Context: an optimization exercise on an open-source flow, tuned for small area. The choices shown serve that exercise and are no tape-out recipe. Only simulation tests tie the RTL to the original design; equivalence was not proved. Power figures rest on the tool's default switching activity, not on a simulated workload.

**design.v**
```verilog
package apb_global_pkg;
  localparam int unsigned ADDRESS_WIDTH   = 32;
  localparam int unsigned DATA_WIDTH      = 32;
  localparam int unsigned STRB_WIDTH      = DATA_WIDTH / 8;
  localparam int unsigned MAX_WAIT_STATES = 15;
  typedef enum logic [1:0] {
    IDLE   = 2'd0,
    SETUP  = 2'd1,
    ACCESS = 2'd2
  } apb_fsm_state_e;
  typedef enum logic {
    SLV_OKAY  = 1'b0,
    SLV_ERROR = 1'b1
  } slave_error_e;
  typedef enum logic {
    TX_READ  = 1'b0,
    TX_WRITE = 1'b1
  } tx_type_e;
  typedef enum logic [2:0] {
    PROT_NORMAL_SECURE_DATA       = 3'b000,
    PROT_PRIV_SECURE_DATA         = 3'b001,
    PROT_NORMAL_NONSECURE_DATA    = 3'b010,
    PROT_PRIV_NONSECURE_DATA      = 3'b011,
    PROT_NORMAL_SECURE_INSTR      = 3'b100,
    PROT_PRIV_SECURE_INSTR        = 3'b101,
    PROT_NORMAL_NONSECURE_INSTR   = 3'b110,
    PROT_PRIV_NONSECURE_INSTR     = 3'b111
  } protection_type_e;
endpackage
package apb_slave_mem_pkg;
  localparam int unsigned WAIT_W = 4;
  function automatic int unsigned mem_idx_width(input int unsigned depth);
    mem_idx_width = (depth > 1) ? $clog2(depth) : 1;
  endfunction
endpackage
module apb_slave_mem_array #(
  parameter int unsigned DATA_WIDTH = 32,
  parameter int unsigned MEM_DEPTH  = 64,
  parameter int unsigned IDX_W      = 6
) (
  input  logic                    clk,
  input  logic                    rst_n,
  input  logic                    i_we,
  input  logic                    i_re,
  input  logic [IDX_W-1:0]        i_idx,
  input  logic [DATA_WIDTH-1:0]   i_wdata,
  input  logic [DATA_WIDTH/8-1:0] i_strb,
  output logic [DATA_WIDTH-1:0]   o_rdata
);
  localparam int unsigned SW = DATA_WIDTH / 8;
  logic [MEM_DEPTH*DATA_WIDTH-1:0] r_mem;
  logic [MEM_DEPTH-1:0]  w_dec;
  logic [DATA_WIDTH-1:0] w_col;
  assign w_col = i_wdata & {DATA_WIDTH{rst_n}};
  always_comb begin
    for (int i = 0; i < MEM_DEPTH; i++) w_dec[i] = (i_idx == IDX_W'(i));
  end
  for (genvar i = 0; i < MEM_DEPTH; i++) begin : g_word
    for (genvar b = 0; b < SW; b++) begin : g_byte
      logic w_sel;
      assign w_sel = !rst_n || (i_we && w_dec[i] && i_strb[b]);
      apb_slave_mem_byte u_byte (
        .clk    (clk),
        .i_keep (!w_sel),
        .i_load (w_sel),
        .i_d    (w_col[8*b +: 8]),
        .o_q    (r_mem[i*DATA_WIDTH + 8*b +: 8])
      );
    end
  end
  always_comb begin
    o_rdata = '0;
    for (int i = 0; i < MEM_DEPTH; i++)
      o_rdata = o_rdata | (r_mem[i*DATA_WIDTH +: DATA_WIDTH] & {DATA_WIDTH{i_re && w_dec[i]}});
  end
endmodule
module apb_slave_mem_byte (
  input  logic       clk,
  input  logic       i_keep,
  input  logic       i_load,
  input  logic [7:0] i_d,
  output logic [7:0] o_q
);
  logic [7:0] r_q;
  always_ff @(posedge clk) r_q <= (r_q & {8{i_keep}}) | (i_d & {8{i_load}});
  assign o_q = r_q;
endmodule
module apb_slave_mem #(
  parameter int unsigned               ADDRESS_WIDTH = apb_global_pkg::ADDRESS_WIDTH,
  parameter int unsigned               DATA_WIDTH    = apb_global_pkg::DATA_WIDTH,
  parameter int unsigned               MEM_DEPTH     = 64,
  parameter logic [ADDRESS_WIDTH-1:0]  BASE_ADDR     = '0
) (
  input  logic                           pclk,
  input  logic                           preset_n,
  input  logic [apb_slave_mem_pkg::WAIT_W-1:0] cfg_wait_states,
  input  logic                           psel,
  input  logic                           penable,
  input  logic                           pwrite,
  input  logic [ADDRESS_WIDTH-1:0]       paddr,
  input  logic [DATA_WIDTH-1:0]          pwdata,
  input  logic [DATA_WIDTH/8-1:0]        pstrb,
  input  logic [2:0]                     pprot,
  output logic                           pready,
  output logic [DATA_WIDTH-1:0]          prdata,
  output logic                           pslverr
);
  localparam int unsigned SW    = DATA_WIDTH / 8;
  localparam int unsigned IDX_W = apb_slave_mem_pkg::mem_idx_width(MEM_DEPTH);
  localparam logic [ADDRESS_WIDTH-1:0] SPAN = ADDRESS_WIDTH'(MEM_DEPTH * SW);
  logic                                  r_pready;
  logic [apb_slave_mem_pkg::WAIT_W-1:0]  r_wait;
  logic                                  w_setup, w_access;
  logic [ADDRESS_WIDTH-1:0]              w_offset;
  logic [IDX_W-1:0]                      w_idx;
  logic                                  w_err;
  logic [IDX_W-1:0]                      r_idx;
  logic                                  r_err, r_write;
  always_comb begin
    w_offset = paddr - BASE_ADDR;
    w_idx    = IDX_W'(w_offset / ADDRESS_WIDTH'(SW));
    w_err    = (paddr < BASE_ADDR) || (w_offset >= SPAN) ||
               ((paddr % ADDRESS_WIDTH'(SW)) != '0);
    if (pwrite && pprot[1] && (w_idx >= IDX_W'(MEM_DEPTH / 2))) w_err = 1'b1;
  end
  assign w_setup  = psel && !penable;
  assign w_access = psel && penable;
  always_ff @(posedge pclk) begin
    if (!preset_n) begin
      r_pready <= 1'b0;
    end else if (w_setup) begin
      r_pready <= (cfg_wait_states == '0);
    end else begin
      r_pready <= w_access && !r_pready && (r_wait == apb_slave_mem_pkg::WAIT_W'(1));
    end
  end
  always_ff @(posedge pclk) begin
    r_idx   <= w_idx;
    r_err   <= w_err;
    r_write <= pwrite;
  end
  always_ff @(posedge pclk) begin
    if (w_setup)                    r_wait <= cfg_wait_states;
    else if (w_access && !r_pready) r_wait <= r_wait - apb_slave_mem_pkg::WAIT_W'(1);
  end
  apb_slave_mem_array #(
    .DATA_WIDTH (DATA_WIDTH),
    .MEM_DEPTH  (MEM_DEPTH),
    .IDX_W      (IDX_W)
  ) u_array (
    .clk     (pclk),
    .rst_n   (preset_n),
    .i_we    (r_pready && r_write && !r_err),
    .i_re    (r_pready && !r_write && !r_err),
    .i_idx   (r_idx),
    .i_wdata (pwdata),
    .i_strb  (pstrb),
    .o_rdata (prdata)
  );
  assign pready  = r_pready;
  assign pslverr = r_pready && r_err;
endmodule
```
**run.sh**
```bash
#!/bin/bash
# synth_recipe.tcl (not shown) runs the flow's synth.tcl, then flattens the netlist and writes it again
# the make line also repeats each setting of config.mk as NAME=value (left out here)
make -C /OpenROAD-flow-scripts/flow DESIGN_CONFIG=/design/flow/config.mk WORK_HOME=/design/flow/orfs CLKGATE_MAP_FILE= SYNTH_SCRIPT=/design/flow/synth_recipe.tcl finish
```
**config.mk**
```make
export PLATFORM = sky130hd
export DESIGN_NAME = apb_slave_mem
export DESIGN_NICKNAME = apb_slave_mem
export VERILOG_FILES = /design/flow/design.v
export SDC_FILE = /design/flow/constraint.sdc
export NUM_CORES = 4
export LEC_CHECK = 0
export CAP_MARGIN = 20
export CORE_MARGIN = 2
export CORE_UTILIZATION = 40
export SLEW_MARGIN = 20
export SYNTH_HIERARCHICAL = 1
export SYNTH_MINIMUM_KEEP_SIZE = 0
```
**constraint.sdc**
```tcl
create_clock -name core_clock -period 10.0 [get_ports {pclk}]
set_input_delay 2.0000 -clock core_clock [delete_from_list [all_inputs] [get_ports {pclk}]]
set_output_delay 2.0000 -clock core_clock [all_outputs]
set_load 0.01 [all_outputs]
```
==> impl_metrics.ini <==
[sta]
final.setup.worst_slack_ps = 1660
worst_slew_pin_slew_ps = 1330
fmax_mhz = 120
setup_violations = 0
slew_headroom_pct = 10.7
fin_crit_sh_pct = 83.4
fin_crit_ps = 8340
fin_skew_ps = 28.1
rsz0062_at_grt = no
final_hold_viol_count = 0
fin_setup_tns_ps = 0
drv_slew = 0

[grt]
antenna_found_initial = 44
grt_max_degree = 91
globalRouteOverflowTotal = 0
grt_pass1_wl_um = 560000
grt_pass1_vias = 66800
grt_usage_pct = 39.2

[status]
status = timing/DRC/antenna clean

[synth]
synth_warnings = 9
synthDistinctLibCells = 67
syn_avg_cell_area_um2 = 11.0
synthesis.area_mm2 = 0.0795
synth_nets = 7326
yosysSeqAreaShare_pct = 52.0
netlist_instances = 7244
yosys_register_bits = 2061
ys_async_sr_fraction_pct = 0
ys.flop_type = dfxtp_1
synth_enable_flop_cells = 4

[setup_path]
path_max_fanout = 32
r2r_cells = 6
start_kind = flip-flop
r2r_slack_ps = 5190
worst_r2r_endpoint = u_array.g_word[26].g_byte[3].u_byte.r_q[5]
critical_path_class = reg2out
critical_path.endpoint_type = output pin
worstPathArrival_ps = 6340
rr_startpoint = r_pready
required_ps = 8000

[die]
start_util_pct = 40.3
die_h_um = 450
boundaryPins = 114
rows = 163
core_area_mm2 = 0.197
die_x_um = 450
die-area_mm2 = 0.202

[layout]
multi_input_area_mm2 = 0.0323
fin_nets = 7177
area_growth_pct = 12.2
final_cell_mix = a22o_1, dfxtp_1, a22oi_1, buf_4, inv_1
nFillCells = 18500
seqCellArea_mm2 = 0.0413
drive_gt1_share_pct = 12.1
fin_area_mm2 = 0.0892
final_common_cell = a22o_1

[worst_hold_path]
min_path_type = reg2reg
min_path_cells = 1
hold_start = u_array.g_word[29].g_byte[1].u_byte.r_q[5]
worstHoldEndpoint = u_array.g_word[29].g_byte[1].u_byte.r_q[5]

[power]
peakVddDrop_mv = 0.195
p_leak_nw = 35.9
power_density_mw_per_mm2 = 218

[clock_tree]
tritoncts = built
clkLatencyLatePin_ps = 880
hold_buffers = 0
cts.sinks = 2061
postCtsSetupBuffers = 0
cts_buffer_depth = 3
clock-root-buffer = clkbuf_16
path_clk_slew_ps = 60
cts.repair.resized = 0
h-tree-depth = 4
cts_made_buffers = 208

[placement]
place_ws_ps = 2870
gp_congestion = 1.05
io_buffers = 111
dpl_cell_area_mm2 = 0.0817
hpwl_um = 271000

[flow_run]
drv_cap = 0

[detailed_routing]
wire_per_inst_um = 42.0
drt_pre_antenna_iters = 9
drc = 0
drtAntennaViolNets = 0
first_iter_violations = 15300
wirelength_um = 417000
avgViaCountPerCell = 7.41
vias = 73700
## modules after synthesis, one instance, submodules excluded, excerpt
module / cells inside / cell area (µm²) / times used
apb_slave_mem: 53 / 573 / 1
apb_slave_mem_byte: 18 / 246 / 256
## Yosys cell counts (59+ instances only)
library cell / n / area [µm²]
inv_1: 258 / 968
a22o_1: 2129 / 18600
a22oi_1: 711 / 5340
a222oi_1: 59 / 591
clkbuf_1: 211 / 792
buf_2: 338 / 1690
dfxtp_1: 2057 / 41200
buf_6: 262 / 2950
nand2_1: 121 / 454
a21oi_1: 69 / 345
o21ai_0: 272 / 1360
nand4_1: 110 / 688
nor2_1: 96 / 360
## stage by stage
| stage | util, % | hold WS (ps) | instances | total power, mW |
|---|---|---|---|---|
| after global placement | 41.4 | 455 | 9517 | 11.0 |
| after CTS | 45.1 | 472 | 9906 | 19.3 |
| after global routing | 45.1 | 490 | 9916 | 19.8 |
| after detailed placement | 41.4 | 459 | 9519 | 11.1 |
| final | 45.2 | 473 | 9940 | 19.5 |
| after floorplan | - | 440 | 7244 | 10.5 |
## sequential cells by signal (all words and copies together) (netlist names)
name	cells
r_pready	1
r_idx	6
r_write	1
r_wait	4
r_err	1
u_array.g_word.g_byte.u_byte.r_q	2048
## power breakdown
part           internal (mW)  total, mW  switching [mW]
Sequential              8.90       9.43           0.536
Clock                   4.91       8.44            3.53
Combinational          0.647       1.58           0.937
## layout make-up
class	count	share of cell area (%)
inverters	258	1.09
repair buffers	471	4.33
multi-input cells	4095	36.3
diodes	28	0.0786
clock buffers	305	7.00
flip-flops and latches	2061	46.3
clock inverters	82	1.21
well taps	2640	3.70
## kinds of logic (layout without fill, tap and decap cells)
family	Yosys count	after routing	share of synthesized area [%]
adder cells (fa/ha/maj)	2	2	0.0315
AO/OA/AOI/OAI	3394	3394	34.6
buffers and inverters	1088	1116	8.17
XOR/XNOR	2	2	0.0220
multiplexers	55	55	0.729
AND/OR/NAND/NOR	642	642	4.49
flip-flops	2061	2061	52.0
other	0	28	0
## worst max-delay path, cell delays in order, from the launching register on
cell and delay (ps):
dfxtp_1 540, nor3b_2 270, buf_4 230, or3b_4 990, buf_4 530, nor2_4 100
buf_4 320, a22oi_1 390, nand4_1 140, nor4_1 980, nand3_1 310, clkdlybuf4s50_1 580
## routing by layer
metal  GRT usage [%]  up-vias  wire length (µm)
li1                -    28100                 -
met1            49.7    36400            151000
met5           0.545        -               278
met2            53.3     7358            162000
met3            15.7     1823             66100
met4            28.2       22             37400
## worst max path at each step
stage / startpoint / to / slack (ps) / depth (start not counted)
2_1_floorplan: r_pready / prdata[15] / 5440 / 10
3_3_place_gp: r_pready / prdata[2] / 2890 / 11
3_5_place_dp: r_pready / prdata[2] / 2870 / 11
4_1_cts: r_pready / prdata[2] / 1950 / 11
5_1_grt: r_pready / prdata[2] / 1920 / 11
6_report: r_pready / prdata[2] / 1660 / 11

afterwards: timing with drivers on the ports:
Ports are ideal in the flow. The routed layout listed here was re-timed in OpenROAD. Step 1 (the two cells are an assumption about what drives the block):
set clk [get_ports {pclk}]
set_driving_cell -lib_cell sky130_fd_sc_hd__clkbuf_16 $clk
set_driving_cell -lib_cell sky130_fd_sc_hd__buf_2 [delete_from_list [all_inputs] $clk]
Step 2 moves the port delays by t, midway between the first and last clock arrival at a register: inputs arrive t later, outputs are due t later. That takes back most of the time a late clock gives input paths. Slacks: ideal / step 1 / step 2; pairs: ideal / step 1.
shift t [ns]: 0.962
setup slack, ns: 1.659 / 1.565 / 2.527
worst data-port slew with drivers (ns): 0.05
After both steps setup and hold are still met in this run. The setup slack of this run moves by -0.094 ns with the drivers and by +0.868 ns with both steps.
